This is an optimization exercise on Yosys and OpenROAD, whose aim is small area, a short achievable clock period and few clock cycles per item, not a production implementation. Only simulation tests tie the RTL to the original design; equivalence was not proved. No activity file was given, so power comes from the tool's default toggle rates.

$ cat flow/run.sh
#!/bin/bash
# synth_recipe.tcl (not shown) runs the flow's synth.tcl, then flattens the netlist and writes it again
# the make line also repeats each setting of config.mk as NAME=value (left out here)
make -C /OpenROAD-flow-scripts/flow DESIGN_CONFIG=/design/flow/config.mk WORK_HOME=/design/flow/orfs CLKGATE_MAP_FILE= SYNTH_SCRIPT=/design/flow/synth_recipe.tcl finish
$ cat flow/constraint.sdc
create_clock -name core_clock -period 12.0 [get_ports {clk}]
set_input_delay 2.4000 -clock core_clock [delete_from_list [all_inputs] [get_ports {clk}]]
set_output_delay 2.4000 -clock core_clock [all_outputs]
set_load 0.01 [all_outputs]
$ cat flow/config.mk
export PLATFORM = sky130hd
export DESIGN_NAME = diff_drive_odometry
export DESIGN_NICKNAME = diff_drive_odometry
export VERILOG_FILES = /design/flow/design.v
export SDC_FILE = /design/flow/constraint.sdc
export NUM_CORES = 8
export LEC_CHECK = 0
export CAP_MARGIN = 20
export CORE_MARGIN = 2
export CORE_UTILIZATION = 40
export SLEW_MARGIN = 20
$ cat flow/design.v
package odo_pkg;
	localparam int unsigned CORDIC_STEPS_DEF = 24;
	localparam int unsigned CFG_W = 31;
	localparam logic [CFG_W-1:0] SPACING_RST = 31'd36438;
	localparam logic [CFG_W-1:0] CIRC_RST = 31'd39716;
	localparam logic signed [63:0] ANG_PI = 64'sd1686629713;
	localparam logic signed [63:0] ANG_TWO_PI = 64'sd3373259426;
	localparam logic signed [63:0] ANG_HALF_PI = 64'sd843314857;
	localparam logic signed [63:0] Q29_ONE = 64'sd536870912;
	localparam logic signed [63:0] THETA_CLAMP = 64'sd562949953421312;
	localparam logic signed [63:0] DEG_FULL = 64'sd360;
	localparam logic signed [63:0] MEGA = 64'sd1000000;
	localparam logic signed [63:0] TURN_SCALE = 64'sd15625;
	localparam logic signed [33:0] CORDIC_GAIN = 34'sd326016437;
	typedef enum logic [1:0] {
		MD_MUL,
		MD_DIVR,
		MD_UMOD
	} md_op_t;
	typedef struct packed {
		logic   start;
		md_op_t op;
	} md_req_t;
	typedef enum logic {
		REG_SPACING = 1'b0,
		REG_CIRC    = 1'b1
	} cfg_reg_t;
	typedef enum logic [1:0] {
		ST_IDLE,
		ST_ISSUE,
		ST_WAIT,
		ST_OUT
	} state_t;
	typedef enum logic [4:0] {
		S_DL_MUL, S_DL_DIV, S_DR_MUL, S_DR_DIV, S_TH_DIV,
		S_TW_MOD, S_TW_COR, S_DX_MUL, S_DX_DIV, S_DY_MUL,
		S_DY_DIV, S_DX_STR, S_H_COR, S_WX_M1, S_WX_M2,
		S_WX_DIV, S_WY_M1, S_WY_M2, S_WY_DIV, S_HD_MOD,
		S_VX_MUL, S_VX_DIV, S_VY_MUL, S_VY_DIV, S_VL_MUL,
		S_VL_DIV, S_VR_MUL, S_VR_DIV, S_VT_MUL, S_VT_DIV,
		S_DONE
	} step_t;
endpackage
import odo_pkg::*;
module odo_muldiv (
	input  logic               clk,
	input  logic               arst_n,
	input  odo_pkg::md_req_t   req,
	input  logic signed [63:0] a,
	input  logic signed [63:0] b,
	output logic               done,
	output logic [63:0]        result
);
	logic        run_q, fin_q;
	logic [5:0]  cnt_q;
	odo_pkg::md_op_t      op_q;
	logic [63:0] x_q, y_q;
	logic [64:0] acc_q;
	logic        neg_q, zero_q;
	logic [63:0] abs_a, abs_b, y_init;
	logic [64:0] rem_sh, add_a, add_b, add_sum;
	logic        add_sub;
	always_comb begin
		abs_a = a[63] ? 64'd0 - 64'(a) : 64'(a);
		abs_b = b[63] ? 64'd0 - 64'(b) : 64'(b);
		y_init = abs_a + {1'b0, abs_b[63:1]};
		rem_sh = {acc_q[63:0], y_q[63]};
		if (op_q == MD_MUL) begin
			add_a = acc_q;
			add_sub = 1'b0;
		end else begin
			add_a = rem_sh;
			add_sub = 1'b1;
		end
		add_b = {1'b0, x_q};
		add_sum = add_a + (add_sub ? ~add_b : add_b) + 65'(add_sub);
	end
	always_ff @(posedge clk or negedge arst_n) begin
		if (!arst_n) begin
			run_q <= 1'b0;
			fin_q <= 1'b0;
			cnt_q <= '0;
		end else begin
			fin_q <= 1'b0;
			if (req.start) begin
				run_q <= 1'b1;
				cnt_q <= '0;
			end else if (run_q) begin
				cnt_q <= cnt_q + 6'd1;
				if (cnt_q == 6'd63) begin
					run_q <= 1'b0;
					fin_q <= 1'b1;
				end
			end
		end
	end
	always_ff @(posedge clk) begin
		if (req.start) begin
			op_q <= req.op;
			acc_q <= '0;
			neg_q <= a[63] ^ b[63];
			zero_q <= (b == '0);
			case (req.op)
				MD_MUL: begin
					x_q <= 64'(a);
					y_q <= 64'(b);
				end
				MD_DIVR: begin
					x_q <= abs_b;
					y_q <= y_init;
				end
				default: begin
					x_q <= 64'(b);
					y_q <= 64'(a);
				end
			endcase
		end else if (run_q) begin
			if (op_q == MD_MUL) begin
				if (y_q[0]) begin
					acc_q <= {1'b0, add_sum[63:0]};
				end
				x_q <= {x_q[62:0], 1'b0};
				y_q <= {1'b0, y_q[63:1]};
			end else begin
				if (!add_sum[64]) begin
					acc_q <= add_sum;
					y_q <= {y_q[62:0], 1'b1};
				end else begin
					acc_q <= rem_sh;
					y_q <= {y_q[62:0], 1'b0};
				end
			end
		end
	end
	always_comb begin
		case (op_q)
			MD_MUL: result = acc_q[63:0];
			MD_DIVR: result = zero_q ? 64'd0 : (neg_q ? 64'd0 - y_q : y_q);
			default: result = acc_q[63:0];
		endcase
	end
	assign done = fin_q;
endmodule
import odo_pkg::*;
module odo_cordic #(
	parameter int unsigned STEPS = CORDIC_STEPS_DEF
) (
	input  logic               clk,
	input  logic               arst_n,
	input  logic               start,
	input  logic signed [33:0] angle,
	output logic               done,
	output logic signed [33:0] cos_o,
	output logic signed [33:0] sin_o
);
	localparam logic [5:0] LAST = 6'(STEPS - 1);
	localparam logic signed [33:0] HALF = 34'(ANG_HALF_PI);
	localparam logic signed [33:0] PI34 = 34'(ANG_PI);
	function automatic logic [31:0] atan_q29(input logic [4:0] i);
		logic [31:0] v;
		case (i)
			5'd0: v = 32'd421657428;
			5'd1: v = 32'd248918915;
			5'd2: v = 32'd131521918;
			5'd3: v = 32'd66762579;
			5'd4: v = 32'd33510843;
			5'd5: v = 32'd16771758;
			5'd6: v = 32'd8387925;
			5'd7: v = 32'd4194219;
			5'd8: v = 32'd2097141;
			5'd9: v = 32'd1048575;
			5'd10: v = 32'd524288;
			5'd11: v = 32'd262144;
			5'd12: v = 32'd131072;
			5'd13: v = 32'd65536;
			5'd14: v = 32'd32768;
			5'd15: v = 32'd16384;
			5'd16: v = 32'd8192;
			5'd17: v = 32'd4096;
			5'd18: v = 32'd2048;
			5'd19: v = 32'd1024;
			5'd20: v = 32'd512;
			5'd21: v = 32'd256;
			5'd22: v = 32'd128;
			5'd23: v = 32'd64;
			5'd24: v = 32'd32;
			5'd25: v = 32'd16;
			5'd26: v = 32'd8;
			5'd27: v = 32'd4;
			5'd28: v = 32'd2;
			5'd29: v = 32'd1;
			default: v = 32'd0;
		endcase
		atan_q29 = v;
	endfunction
	logic               run_q, fin_q, flip_q;
	logic [5:0]         i_q;
	logic signed [33:0] x_q, y_q, z_q;
	logic signed [33:0] x_sh, y_sh, at;
	always_comb begin
		x_sh = x_q >>> i_q[4:0];
		y_sh = y_q >>> i_q[4:0];
		at = $signed({2'b00, atan_q29(i_q[4:0])});
	end
	always_ff @(posedge clk or negedge arst_n) begin
		if (!arst_n) begin
			run_q <= 1'b0;
			fin_q <= 1'b0;
			i_q <= '0;
		end else begin
			fin_q <= 1'b0;
			if (start) begin
				run_q <= 1'b1;
				i_q <= '0;
			end else if (run_q) begin
				i_q <= i_q + 6'd1;
				if (i_q == LAST) begin
					run_q <= 1'b0;
					fin_q <= 1'b1;
				end
			end
		end
	end
	always_ff @(posedge clk) begin
		if (start) begin
			x_q <= CORDIC_GAIN;
			y_q <= '0;
			if (angle > HALF) begin
				z_q <= angle - PI34;
				flip_q <= 1'b1;
			end else if (angle < -HALF) begin
				z_q <= angle + PI34;
				flip_q <= 1'b1;
			end else begin
				z_q <= angle;
				flip_q <= 1'b0;
			end
		end else if (run_q) begin
			if (!z_q[33]) begin
				x_q <= x_q - y_sh;
				y_q <= y_q + x_sh;
				z_q <= z_q - at;
			end else begin
				x_q <= x_q + y_sh;
				y_q <= y_q - x_sh;
				z_q <= z_q + at;
			end
		end
	end
	assign cos_o = flip_q ? -x_q : x_q;
	assign sin_o = flip_q ? -y_q : y_q;
	assign done = fin_q;
endmodule
import odo_pkg::*;
module diff_drive_odometry #(
	parameter int unsigned CORDIC_STEPS = CORDIC_STEPS_DEF
) (
	input  logic               clk,
	input  logic               arst_n,
	input  logic               in_valid,
	output logic               in_stall,
	input  logic signed [31:0] left_angle,
	input  logic signed [31:0] right_angle,
	input  logic [23:0]        elapsed_us,
	output logic               out_valid,
	input  logic               out_stall,
	output logic signed [31:0] pos_x,
	output logic signed [31:0] pos_y,
	output logic signed [31:0] heading,
	output logic signed [31:0] speed_x,
	output logic signed [31:0] speed_y,
	output logic signed [31:0] turn_rate,
	output logic signed [31:0] left_speed,
	output logic signed [31:0] right_speed,
	output logic               rate_invalid,
	input  logic               cfg_we,
	input  logic               cfg_index,
	input  logic [CFG_W-1:0]   cfg_data
);
	function automatic signed [31:0] sat32(input logic signed [63:0] v);
		logic signed [31:0] r;
		if (v > 64'sd2147483647) begin
			r = 32'sh7fffffff;
		end else if (v < -64'sd2147483648) begin
			r = 32'sh80000000;
		end else begin
			r = v[31:0];
		end
		sat32 = r;
	endfunction
	odo_pkg::state_t state_q, state_d;
	odo_pkg::step_t  step_q, step_d;
	logic [CFG_W-1:0]   spacing_q, circ_q;
	logic signed [31:0] last_l_q, last_r_q, acc_x_q, acc_y_q, acc_h_q;
	logic signed [31:0] l_q, r_q, dl_q, dr_q, tw_q;
	logic [23:0]        us_q;
	logic signed [63:0] theta_q, s_q, dx_q, dy_q, t1_q, tmp_q;
	logic signed [33:0] c_q, sn_q, ch_q, sh_q;
	logic signed [31:0] vx_q, vy_q, vt_q, vl_q, vr_q;
	logic               out_valid_q, out_rinv_q;
	logic signed [31:0] out_x_q, out_y_q, out_h_q, out_vx_q, out_vy_q, out_vt_q;
	logic signed [31:0] out_vl_q, out_vr_q;
	odo_pkg::md_req_t            md_req;
	logic signed [63:0] md_a, md_b, md_res;
	logic [63:0]        md_result;
	logic               md_done;
	logic               cor_start, cor_done;
	logic signed [33:0] cor_angle, cor_cos, cor_sin;
	logic               accept, use_cor, unit_done, latch, out_load;
	logic signed [63:0] dl64, dr64, dleft, dright, spacing64, us64;
	logic signed [63:0] wrap_in, wrap_v, wrap_abs, wrap_m, tc;
	logic signed [31:0] wrap_out;
	odo_muldiv u_md (
		.clk    (clk),
		.arst_n (arst_n),
		.req    (md_req),
		.a      (md_a),
		.b      (md_b),
		.done   (md_done),
		.result (md_result)
	);
	odo_cordic #(.STEPS(CORDIC_STEPS)) u_cor (
		.clk    (clk),
		.arst_n (arst_n),
		.start  (cor_start),
		.angle  (cor_angle),
		.done   (cor_done),
		.cos_o  (cor_cos),
		.sin_o  (cor_sin)
	);
	always_comb begin
		md_res = $signed(md_result);
		dl64 = 64'(dl_q);
		dr64 = 64'(dr_q);
		dleft = 64'(l_q) - 64'(last_l_q);
		dright = 64'(r_q) - 64'(last_r_q);
		spacing64 = (spacing_q == '0) ? 64'sd1 : $signed(64'(spacing_q));
		us64 = $signed(64'(us_q));
		wrap_in = (step_q == S_HD_MOD) ? 64'(acc_h_q) + 64'(tw_q) : theta_q;
		wrap_v = wrap_in + ANG_PI;
		wrap_abs = wrap_v[63] ? -wrap_v : wrap_v;
		if (!wrap_v[63]) begin
			wrap_m = md_res;
		end else begin
			wrap_m = (md_res == '0) ? 64'sd0 : ANG_TWO_PI - md_res;
		end
		wrap_out = 32'(wrap_m - ANG_PI);
		if (theta_q > THETA_CLAMP) begin
			tc = THETA_CLAMP;
		end else if (theta_q < -THETA_CLAMP) begin
			tc = -THETA_CLAMP;
		end else begin
			tc = theta_q;
		end
	end
	always_comb begin
		md_req.op = MD_MUL;
		md_a = '0;
		md_b = '0;
		cor_angle = '0;
		use_cor = 1'b0;
		case (step_q)
			S_DL_MUL: begin
				md_a = dleft;
				md_b = $signed(64'(circ_q));
			end
			S_DR_MUL: begin
				md_a = dright;
				md_b = $signed(64'(circ_q));
			end
			S_DL_DIV, S_DR_DIV: begin
				md_req.op = MD_DIVR;
				md_a = tmp_q;
				md_b = DEG_FULL;
			end
			S_TH_DIV: begin
				md_req.op = MD_DIVR;
				md_a = (dr64 - dl64) <<< 29;
				md_b = spacing64;
			end
			S_TW_MOD, S_HD_MOD: begin
				md_req.op = MD_UMOD;
				md_a = wrap_abs;
				md_b = ANG_TWO_PI;
			end
			S_TW_COR: begin
				use_cor = 1'b1;
				cor_angle = 34'(tw_q);
			end
			S_H_COR: begin
				use_cor = 1'b1;
				cor_angle = 34'(acc_h_q);
			end
			S_DX_MUL: begin
				md_a = s_q;
				md_b = 64'(sn_q);
			end
			S_DY_MUL: begin
				md_a = s_q;
				md_b = Q29_ONE - 64'(c_q);
			end
			S_DX_DIV, S_DY_DIV: begin
				md_req.op = MD_DIVR;
				md_a = tmp_q;
				md_b = theta_q <<< 1;
			end
			S_DX_STR: begin
				md_req.op = MD_DIVR;
				md_a = s_q;
				md_b = 64'sd2;
			end
			S_WX_M1, S_WY_M2: begin
				md_a = 64'(ch_q);
				md_b = (step_q == S_WX_M1) ? dx_q : dy_q;
			end
			S_WX_M2, S_WY_M1: begin
				md_a = 64'(sh_q);
				md_b = (step_q == S_WY_M1) ? dx_q : dy_q;
			end
			S_WX_DIV: begin
				md_req.op = MD_DIVR;
				md_a = t1_q - tmp_q;
				md_b = Q29_ONE;
			end
			S_WY_DIV: begin
				md_req.op = MD_DIVR;
				md_a = t1_q + tmp_q;
				md_b = Q29_ONE;
			end
			S_VX_MUL: begin
				md_a = dx_q;
				md_b = MEGA;
			end
			S_VY_MUL: begin
				md_a = dy_q;
				md_b = MEGA;
			end
			S_VL_MUL: begin
				md_a = dl64;
				md_b = MEGA;
			end
			S_VR_MUL: begin
				md_a = dr64;
				md_b = MEGA;
			end
			S_VT_MUL: begin
				md_a = tc;
				md_b = TURN_SCALE;
			end
			S_VX_DIV, S_VY_DIV, S_VL_DIV, S_VR_DIV: begin
				md_req.op = MD_DIVR;
				md_a = tmp_q;
				md_b = us64;
			end
			S_VT_DIV: begin
				md_req.op = MD_DIVR;
				md_a = tmp_q;
				md_b = us64 <<< 7;
			end
			default: begin
				md_req.op = MD_MUL;
			end
		endcase
		md_req.start = (state_q == ST_ISSUE) && !use_cor;
		cor_start = (state_q == ST_ISSUE) && use_cor;
	end
	always_comb begin
		unit_done = use_cor ? cor_done : md_done;
		accept = in_valid && (state_q == ST_IDLE);
		latch = (state_q == ST_WAIT) && unit_done;
		out_load = (state_q == ST_OUT) && (!out_valid_q || !out_stall);
		in_stall = (state_q != ST_IDLE);
		state_d = state_q;
		step_d = step_q;
		case (step_q)
			S_DL_MUL: step_d = S_DL_DIV;
			S_DL_DIV: step_d = S_DR_MUL;
			S_DR_MUL: step_d = S_DR_DIV;
			S_DR_DIV: step_d = S_TH_DIV;
			S_TH_DIV: step_d = (md_res != '0) ? S_TW_MOD : S_DX_STR;
			S_TW_MOD: step_d = S_TW_COR;
			S_TW_COR: step_d = S_DX_MUL;
			S_DX_MUL: step_d = S_DX_DIV;
			S_DX_DIV: step_d = S_DY_MUL;
			S_DY_MUL: step_d = S_DY_DIV;
			S_DY_DIV: step_d = S_H_COR;
			S_DX_STR: step_d = S_H_COR;
			S_H_COR: step_d = S_WX_M1;
			S_WX_M1: step_d = S_WX_M2;
			S_WX_M2: step_d = S_WX_DIV;
			S_WX_DIV: step_d = S_WY_M1;
			S_WY_M1: step_d = S_WY_M2;
			S_WY_M2: step_d = S_WY_DIV;
			S_WY_DIV: step_d = S_HD_MOD;
			S_HD_MOD: step_d = (us_q != '0) ? S_VX_MUL : S_DONE;
			S_VX_MUL: step_d = S_VX_DIV;
			S_VX_DIV: step_d = S_VY_MUL;
			S_VY_MUL: step_d = S_VY_DIV;
			S_VY_DIV: step_d = S_VL_MUL;
			S_VL_MUL: step_d = S_VL_DIV;
			S_VL_DIV: step_d = S_VR_MUL;
			S_VR_MUL: step_d = S_VR_DIV;
			S_VR_DIV: step_d = S_VT_MUL;
			S_VT_MUL: step_d = S_VT_DIV;
			default: step_d = S_DONE;
		endcase
		case (state_q)
			ST_IDLE: begin
				if (in_valid) begin
					state_d = ST_ISSUE;
				end
			end
			ST_ISSUE: state_d = ST_WAIT;
			ST_WAIT: begin
				if (unit_done) begin
					state_d = (step_d == S_DONE) ? ST_OUT : ST_ISSUE;
				end
			end
			ST_OUT: begin
				if (out_load) begin
					state_d = ST_IDLE;
				end
			end
			default: state_d = ST_IDLE;
		endcase
	end
	always_ff @(posedge clk or negedge arst_n) begin
		if (!arst_n) begin
			state_q <= ST_IDLE;
			step_q <= S_DL_MUL;
			spacing_q <= SPACING_RST;
			circ_q <= CIRC_RST;
			last_l_q <= '0;
			last_r_q <= '0;
			acc_x_q <= '0;
			acc_y_q <= '0;
			acc_h_q <= '0;
			out_valid_q <= 1'b0;
		end else begin
			state_q <= state_d;
			if (accept) begin
				step_q <= S_DL_MUL;
			end else if (latch) begin
				step_q <= step_d;
			end
			if (cfg_we) begin
				case (cfg_index)
					REG_SPACING: spacing_q <= cfg_data;
					REG_CIRC: circ_q <= cfg_data;
					default: ;
				endcase
			end
			if (latch) begin
				case (step_q)
					S_WX_DIV: acc_x_q <= acc_x_q + md_result[31:0];
					S_WY_DIV: acc_y_q <= acc_y_q + md_result[31:0];
					S_HD_MOD: acc_h_q <= wrap_out;
					default: ;
				endcase
			end
			if (out_load) begin
				last_l_q <= l_q;
				last_r_q <= r_q;
				out_valid_q <= 1'b1;
			end else if (out_valid_q && !out_stall) begin
				out_valid_q <= 1'b0;
			end
		end
	end
	always_ff @(posedge clk) begin
		if (accept) begin
			l_q <= left_angle;
			r_q <= right_angle;
			us_q <= elapsed_us;
		end
		if (latch) begin
			case (step_q)
				S_DL_DIV: dl_q <= sat32(md_res);
				S_DR_DIV: dr_q <= sat32(md_res);
				S_TH_DIV: begin
					theta_q <= md_res;
					s_q <= dl64 + dr64;
					tw_q <= '0;
				end
				S_TW_MOD: tw_q <= wrap_out;
				S_TW_COR: begin
					c_q <= cor_cos;
					sn_q <= cor_sin;
				end
				S_H_COR: begin
					ch_q <= cor_cos;
					sh_q <= cor_sin;
				end
				S_DX_DIV: dx_q <= md_res;
				S_DY_DIV: dy_q <= md_res;
				S_DX_STR: begin
					dx_q <= md_res;
					dy_q <= '0;
				end
				S_WX_M1, S_WY_M1: t1_q <= md_res;
				S_HD_MOD: begin
					vx_q <= '0;
					vy_q <= '0;
					vt_q <= '0;
					vl_q <= '0;
					vr_q <= '0;
				end
				S_VX_DIV: vx_q <= sat32(md_res);
				S_VY_DIV: vy_q <= sat32(md_res);
				S_VL_DIV: vl_q <= sat32(md_res);
				S_VR_DIV: vr_q <= sat32(md_res);
				S_VT_DIV: vt_q <= sat32(md_res);
				default: tmp_q <= md_res;
			endcase
		end
		if (out_load) begin
			out_x_q <= acc_x_q;
			out_y_q <= acc_y_q;
			out_h_q <= acc_h_q;
			out_vx_q <= vx_q;
			out_vy_q <= vy_q;
			out_vt_q <= vt_q;
			out_vl_q <= vl_q;
			out_vr_q <= vr_q;
			out_rinv_q <= (us_q == '0);
		end
	end
	assign out_valid = out_valid_q;
	assign pos_x = out_x_q;
	assign pos_y = out_y_q;
	assign heading = out_h_q;
	assign speed_x = out_vx_q;
	assign speed_y = out_vy_q;
	assign turn_rate = out_vt_q;
	assign left_speed = out_vl_q;
	assign right_speed = out_vr_q;
	assign rate_invalid = out_rinv_q;
endmodule
==> run notes <==
==> cells by family (layout without fill, tap and decap cells) <==
family | after synthesis | count (layout) | share of synthesized area [%]
other | 0 | 37 | 0
flip-flops | 1635 | 1635 | 40.8
adder cells (fa/ha/maj) | 551 | 551 | 6.12
AND/OR/NAND/NOR | 4255 | 4255 | 17.6
multiplexers | 282 | 282 | 3.15
XOR/XNOR | 1026 | 1026 | 7.91
AO/OA/AOI/OAI | 3625 | 3625 | 20.8
buffers and inverters | 1088 | 1659 | 3.61
==> Yosys cell counts, types with 197 or more instances <==
master	instances	area, µm²
nand2_1	1494	5610
edfxtp_1	1257	37700
nor2_1	1083	4070
o21ai_0	876	4380
a21oi_1	849	4250
xnor2_1	652	5710
clkbuf_1	561	2110
ha_1	537	6720
inv_1	407	1530
xor2_1	370	3240
nand3_1	271	1360
nor3_1	246	1230
dfrtp_1	231	5780
a21o_1	211	1580
a31oi_1	209	1310
a22oi_1	197	1480
==> power groups by stage <==
stage                     combinational, mW  clock (mW)  sequential (mW)
after global placement                 18.9           0             8.56
after detailed placement               19.2           0             8.59
after CTS                              19.3        6.41             8.48
final                                  19.9        6.37             8.54
after floorplan                        12.4           0             8.08
after global routing                   21.2        6.61             8.60
==> metrics by stage <==
stage,power [mW],util (%)
3_5_place_dp,27.8,43.7
6_report,34.8,46.2
3_3_place_gp,27.5,43.7
4_1_cts,34.2,46.1
2_1_floorplan,20.5,-
5_1_grt,36.4,46.2
==> sequential cells by signal, indices dropped and copies added (netlist names), 33 cells and up <==
name,cells
tmp_q,64
u_md.x_q,64
u_cor.x_q,34
c_q,34
t1_q,64
dy_q,64
u_md.acc_q,64
u_md.y_q,64
sn_q,34
u_cor.y_q,34
dx_q,64
ch_q,34
sh_q,34
s_q,33
theta_q,64
u_cor.z_q,34
==> final cells by class <==
type	count	share of cell area, %
Sequential cell	1635	35.4
Tap cell	3762	3.58
Inverter	417	1.19
Multi-Input combinational cell	9739	48.9
Clock buffer	224	3.91
Antenna cell	37	0.0704
Timing Repair Buffer	878	5.77
Clock inverter	140	1.19
==> critical path, delay by kind of cell (launching register included) <==
family,cells,cell delay [ns]
AOI/OAI and AO/OA,24,5.10
and+or+nand+nor,12,3.09
buffers and inverters,6,1.13
adders and majority gates,2,0.67
xor gates and xnor gates,3,0.51
DFF,1,0.42
muxes,1,0.36
==> routing by layer <==
| metal | GRT usage [%] | share of wire (%) | vias to the layer above |
|---|---|---|---|
| li1 | - | - | 47200 |
| met1 | 47.4 | 38 | 53400 |
| met2 | 56.7 | 42 | 6897 |
| met3 | 12.6 | 12 | 1652 |
| met4 | 24.8 | 7.9 | 48 |
| met5 | 0 | 0.061 | - |
==> final timing paths <==
kind	end	slack, ns	start	cells after the start
setup / recovery	u_md.y_q[59]$_DFFE_PP_	0.35	step_q[3]$_DFFE_PN0P_	48
hold / removal	out_vx_q[8]$_DFFE_PP_	0.36	vx_q[8]$_SDFFCE_PN0P_	0
setup reg to reg	u_md.y_q[59]$_DFFE_PP_	0.35	step_q[3]$_DFFE_PN0P_	48
hold reg to reg	out_vx_q[8]$_DFFE_PP_	0.36	vx_q[8]$_SDFFCE_PN0P_	0
max in group asynchronous	last_r_q[17]$_DFFE_PN0P_	8.31	arst_n	3
min in group asynchronous	acc_x_q[16]$_DFFE_PN0P_	1.46	arst_n	1
==> repair_timing <==
item / CTS / global route
setup buffers: 0 / 2
endpoints found under the setup margin: 0 / 19
resized for setup: 0 / 22
==> metrics.md <==
| Metric | Value |
|---|---|
| Clk_skew | `0.102 ns` |
| Tcrit/Tclk final | `97.1%` |
| Synth async-reset ratio | `15.0%` |
| Post-synth EDFFs | `1,257` |
| Grt ovf | `0` |
| Io pins | `384` |
| Die Y | `538 µm` |
| # rows | `196` |
| Nets | `13,500` |
| Ys Warns | `3` |
| Tmin final | `11.65 ns` |
| ANT nets after route | `0` |
| Slowest cell on the critical path | `nor2_2` |
| Core ar. | `284,000 µm²` |
| Final hold vios | `0` |
| TNS Setup | `0 ns` |
| Clock sink count | `1,635` |
| CTS tree | `yes` |
| Most frequent cells in the layout | `nand2_1 (1,486), edfxtp_1 (1,257), nor2_1 (1,062), o21ai_0 (860), a21oi_1 (833)` |
| Hold slack | `0.364 ns` |
| Sw Pwr | `16.4 mW` |
| Outcome | `complete, no violations` |
| Finished Cell Area | `131,000 µm²` |
| Register area share after synthesis | `40.8%` |
| Initial antenna violation count | `84` |
| I/O Buffers | `383` |
| Clock share of power | `18.3%` |
| Setup Crit Path Kind | `flop to flop` |
| Clk slew on worst S/H paths | `0.06 ns` |
| Synthesized area | `114,000 µm²` |
| Area of the multi-input gates | `64,200 µm²` |
| Lkg Pwr | `50.0 nW` |
| DP Area | `124,000 µm²` |
| Vias in the first global route | `101,000` |
| Ys flop type | `edfxtp_1` |
| CP required | `12.58 ns` |
| Worst setup margin | `0.346 ns` |
| Commonest non-fill, non-tap cell in the layout | `nand2_1` |
| Largest net degree at the start of global routing | `151` |
| Critical path arrival | `12.23 ns` |
| Register area | `46,600 µm²` |
| Die width | `538 µm` |
| DPL Wire Length | `441,000 µm` |
| Net Sw Frac | `47.3%` |
| Cell count after synthesis | `12,500` |
| Startpoint types | `flop` |
| Skew-Pair Late Insertion Delay | `0.94 ns` |
| Power share of the combinational group | `57.1%` |
| Area Overhead vs Synth | `15.2%` |
| GRT Total Usage | `38.2%` |
| Max-slew violations | `0` |
| GPL Wtd Cong | `1.14` |
| Placed Cells incl. Taps | `16,400` |
| Slew headroom | `8.42%` |
| Initial drt markers | `15,900` |
| Seq pwr share | `24.6%` |
| Avg Cell Area, Syn | `9.16 µm²` |
| Root Driver | `clkbuf_16` |
| Final setup viols | `0` |
| Critical Path Sink Type | `flop` |
| Post-synthesis net count | `13,100` |
| CTS buffer count | `197` |
| Hold_buf cts | `0` |
| Worst vdd ir | `0.226 mV` |
| Total wire length | `572,000 µm` |
| Post-Layout Cell Count | `16,800` |
| Die area | `290,000 µm²` |
| CTS Buffer Depth | `4` |
| Drt via density | `6.49` |
| MaxCap Viol Count | `0` |
| Vias post-DR | `109,000` |
| Max Fclk | `85.8 MHz` |
| H-tree Lvls | `4` |
| Seq cells post-synth | `1,635` |
| Initial core utilization | `40.1%` |
| DRC | `0` |
| Int Pwr | `18.3 mW` |
| WL per Instance | `34.0 µm` |
| FILL cells | `27,000` |
| Share of layout cells above drive strength 1 | `9.88%` |
| Drt pass-1 iters | `11` |
| Slew @ Worst Pin | `1.36 ns` |
| Pwr per Cell Area | `264 nW/µm²` |
| Worst path max stage delay | `0.82 ns` |
| Worst-path maximum fanout | `7` |
| First-pass GRT wire length | `785,000 µm` |
| Min-delay worst type | `flop to flop` |
| Synth cell types | `131` |
| Dpl ws | `0.186 ns` |
Testbench counts, summed over its fixed seeds: cycles 1,690,468, items 960.

## re-timing with driven ports
Ports are ideal in the flow. The routed layout listed here was re-timed in OpenROAD. Step 1 sets driving cells, clkbuf_16 on the clock port and buf_2 on the other inputs (assumed; they add their load-dependent delay and slew). Step 2 also shifts input and output timing later by t, the mid clock arrival at the registers, as if the neighbouring blocks saw the same clock. Slacks: ideal / step 1 / step 2; pairs: ideal / step 1.
t, ns: 1.006
setup WS [ns]: 0.346 / 0.346 / 0.346
hold slack, ns: 0.364 / 0.364 / 0.364
worst setup path after step 2: register to register
worst register clock-pin slew, ns: 0.07 / 0.07
After both steps this run still meets setup and hold. The setup slack of this run moves by 0.000 ns with the drivers and by 0.000 ns with both steps.
